Source: an optimization exercise on an open RTL-to-GDS flow (aim: small area, a short achievable clock period and few clock cycles per item). Production flows keep margins and buffers that such runs may drop. Function was checked by simulation only, so behaviour that the tests miss may differ from the original.

Design fft_dit_top, start of the top module:
module fft_dit_top (
   input  logic        clk,
   input  logic        rst_n,
   input  logic [15:0] in_x,
   input  logic        in_nd,
   output logic [15:0] out_x,
   output logic        out_nd,
   output logic        overflow
);
   logic [15:0] x_q;
   logic        v;           
   logic [3:0]  cnt;         
   always_ff @(posedge clk) x_q <= in_x;
   always_ff @(posedge clk or negedge rst_n) begin
      if (!rst_n) begin
         v   <= 1'b0;
         cnt <= '0;
      end else begin
         v <= in_nd;
         if (v) cnt <= cnt + 4'd1;
      end
   end
   logic [15:0] d8 [8];
   logic [15:0] d4 [4];
   logic [15:0] c1s, c1d;
   bf_w0 u_bf0 (.a(d8[7]), .b(x_q), .s(c1s), .d(c1d));
   always_ff @(posedge clk) begin
      if (v) begin
         d8[0] <= cnt[3] ? c1d : x_q;
         for (int n = 1; n < 8; n++) d8[n] <= d8[n-1];
         d4[0] <= c1s;
         for (int n = 1; n < 4; n++) d4[n] <= d4[n-1];
      end
   end
   logic [15:0] g_in [4];
   bf_w0 u_bf1a (.a(d4[3]), .b(c1s), .s(g_in[0]), .d(g_in[2]));
   bf_w4 u_bf1b (.a(d8[3]), .b(c1d), .s(g_in[1]), .d(g_in[3]));
   logic [15:0] y_q [4];
   logic        yv;
   logic [1:0]  yj;
  ...
For scale: ~3,700 cells after synthesis, about 600 flip-flops.
Settings: LEC_CHECK=0, ABC_CLOCK_PERIOD_IN_PS=6000, CAP_MARGIN=20, CORE_MARGIN=2, CORE_UTILIZATION=40, SETUP_SLACK_MARGIN=3, SLEW_MARGIN=20; clock period 9.0 ns.
run.sh (not shown) runs the stock make flow with config.mk's settings and CLKGATE_MAP_FILE= SYNTH_SCRIPT=/design/flow/synth_recipe.tcl, a recipe that flattens the netlist after the stock synthesis.
The baseline completed without violations.
Testbench counts at the start, summed over its fixed seeds: cycles 6,656, frames 384.
Edit:
ABC_CLOCK_PERIOD_IN_PS = 4000   (was 6000)
SETUP_SLACK_MARGIN = 5   (was 3)
The changed run finished clean.
Final area went up by 6.0%.
Critical path depth went down by 4.
Area after synthesis does not change.

* * *

== MS ==
fft_dit_top, a different RTL version from the one above (not shown whole).
For scale: roughly 3500 cells after synthesis, about 790 flip-flops, ~37 I/O pins.
## fft_dit_top
module fft_dit_top (
   input  logic        clk,
   input  logic        rst_n,
   input  logic [15:0] in_x,
   input  logic        in_nd,
   output logic [15:0] out_x,
   output logic        out_nd,
   output logic        overflow
);
export LEC_CHECK = 0
export ABC_CLOCK_PERIOD_IN_PS = 3500
export CAP_MARGIN = 20
export CORE_MARGIN = 2
export CORE_UTILIZATION = 40
export SETUP_SLACK_MARGIN = 5
export SLEW_MARGIN = 20
create_clock -name core_clock -period 9.0 [get_ports {clk}]
MS reached the final stage; the timing, design-rule and antenna checks on its layout passed.
Testbench counts of MS, summed over its fixed seeds: cycles 7,040, frames 384.
Changes in AL relative to MS:
- putting CTS_CLUSTER_DIAMETER at 50 where nothing was set
- putting CTS_CLUSTER_SIZE at 30 where nothing was set
==> flow/flow/run.sh (new file) <==
#!/bin/bash
set -euo pipefail
bash standard.sh SETUP_SLACK_MARGIN=5.5 finish > standard_flow.log 2>&1
==> flow/standard.sh (new file) <==
#!/bin/bash
# synth_recipe.tcl (not shown) runs the flow's synth.tcl, then flattens the netlist and writes it again
# the make line also repeats each setting of config.mk as NAME=value (left out here)
make -C /OpenROAD-flow-scripts/flow DESIGN_CONFIG=/design/flow/config.mk WORK_HOME=/design/flow/orfs CLKGATE_MAP_FILE= SYNTH_SCRIPT=/design/flow/synth_recipe.tcl "${@:-finish}"
removed: flow/run.sh
## What came out
AL vs. MS: part of the cycle the worst path needs lost 4.2 points; worst hold slack picked up an extra 0.0081 ns; total wire length after detailed routing picked up an extra 4600 µm; critical path depth neither gained nor lost much; worst setup slack picked up an extra 0.37 ns. Changes observed in AL relative to MS: post-layout utilization of the core went up by 2.0 points, highest net fanout along the worst path went down by 19.

* * *

Another version of the RTL of fft_dit_top (not shown whole).
Size: roughly 730 flip-flops, about 37 I/O pins, roughly 0.049 mm2 of cells after synthesis.
// fft_dit_top
module fft_dit_top (
   input  logic        clk,
   input  logic        rst_n,
   input  logic [15:0] in_x,
   input  logic        in_nd,
   output logic [15:0] out_x,
   output logic        out_nd,
   output logic        overflow
);
==> flow/config.mk <==
export PLATFORM = sky130hd
export DESIGN_NAME = fft_dit_top
export DESIGN_NICKNAME = fft_dit_top
export VERILOG_FILES = /design/flow/design.v
export SDC_FILE = /design/flow/constraint.sdc
export NUM_CORES = 4
export LEC_CHECK = 0
export ABC_CLOCK_PERIOD_IN_PS = 3500
export CAP_MARGIN = 20
export CORE_MARGIN = 2
export CORE_UTILIZATION = 40
export SETUP_SLACK_MARGIN = 5
export SLEW_MARGIN = 20
==> flow/constraint.sdc <==
create_clock -name core_clock -period 9.0 [get_ports {clk}]
set_input_delay 1.8000 -clock core_clock [delete_from_list [all_inputs] [get_ports {clk}]]
set_output_delay 1.8000 -clock core_clock [all_outputs]
set_load 0.01 [all_outputs]
Stock flow here: none of the scripts above is used.
The baseline passed the timing, design-rule and antenna checks.
Testbench counts at the start, summed over its fixed seeds: cycles 6,848, frames 384.
Rerun with:
Settings changed: ABC_CLOCK_PERIOD_IN_PS 3500 to default, SETUP_SLACK_MARGIN 5 to 4.5.
=> The new run finished clean; clock skew goes down by 0.0067 ns; clock-buffer cell count goes up by 7; area after synthesis stays the same; via count goes down by 0.93%.

## static timing again, ports no longer ideal
The results above use ideal ports. As a check the final layouts listed here were re-extracted and re-timed, cells and wires unchanged.
Step 1: set_driving_cell puts a clkbuf_16 on clk and a buf_2 on each other input, an assumption about the parent block.
Step 2 adds t to the input delays and takes it off the output delays; t is the mean of the earliest and latest rising clock arrival at the registers after step 1. Input paths then give back, and output paths get back, about the clock's delay inside the block.
a / b / c = ideal ports / drivers / drivers and shift; a / b = the first two.
run	t, ns	slack for setup (ns)	worst setup path after step 2	worst data-port slew with drivers (ns)	pins driven straight from the clock port
the first run of note 1	0.685	2.245 / 2.245 / 2.245	register to register	0.03	1
the second run of note 1	0.692	2.404 / 2.404 / 2.404	register to register	0.07	1
MS	0.718	5.154 / 5.154 / 4.734	input to register	0.04	1
AL	0.723	5.528 / 5.528 / 4.929	input to register	0.04	1
the first run of note 3	0.730	4.828 / 4.828 / 4.828	register to register	0.03	1
the second run of note 3	0.720	4.632 / 4.632 / 4.632	register to register	0.04	1
After both steps setup and hold are still met in every run listed. The setup slack of AL, which loses most, moves by 0.000 ns with the drivers and by -0.599 ns with both steps.
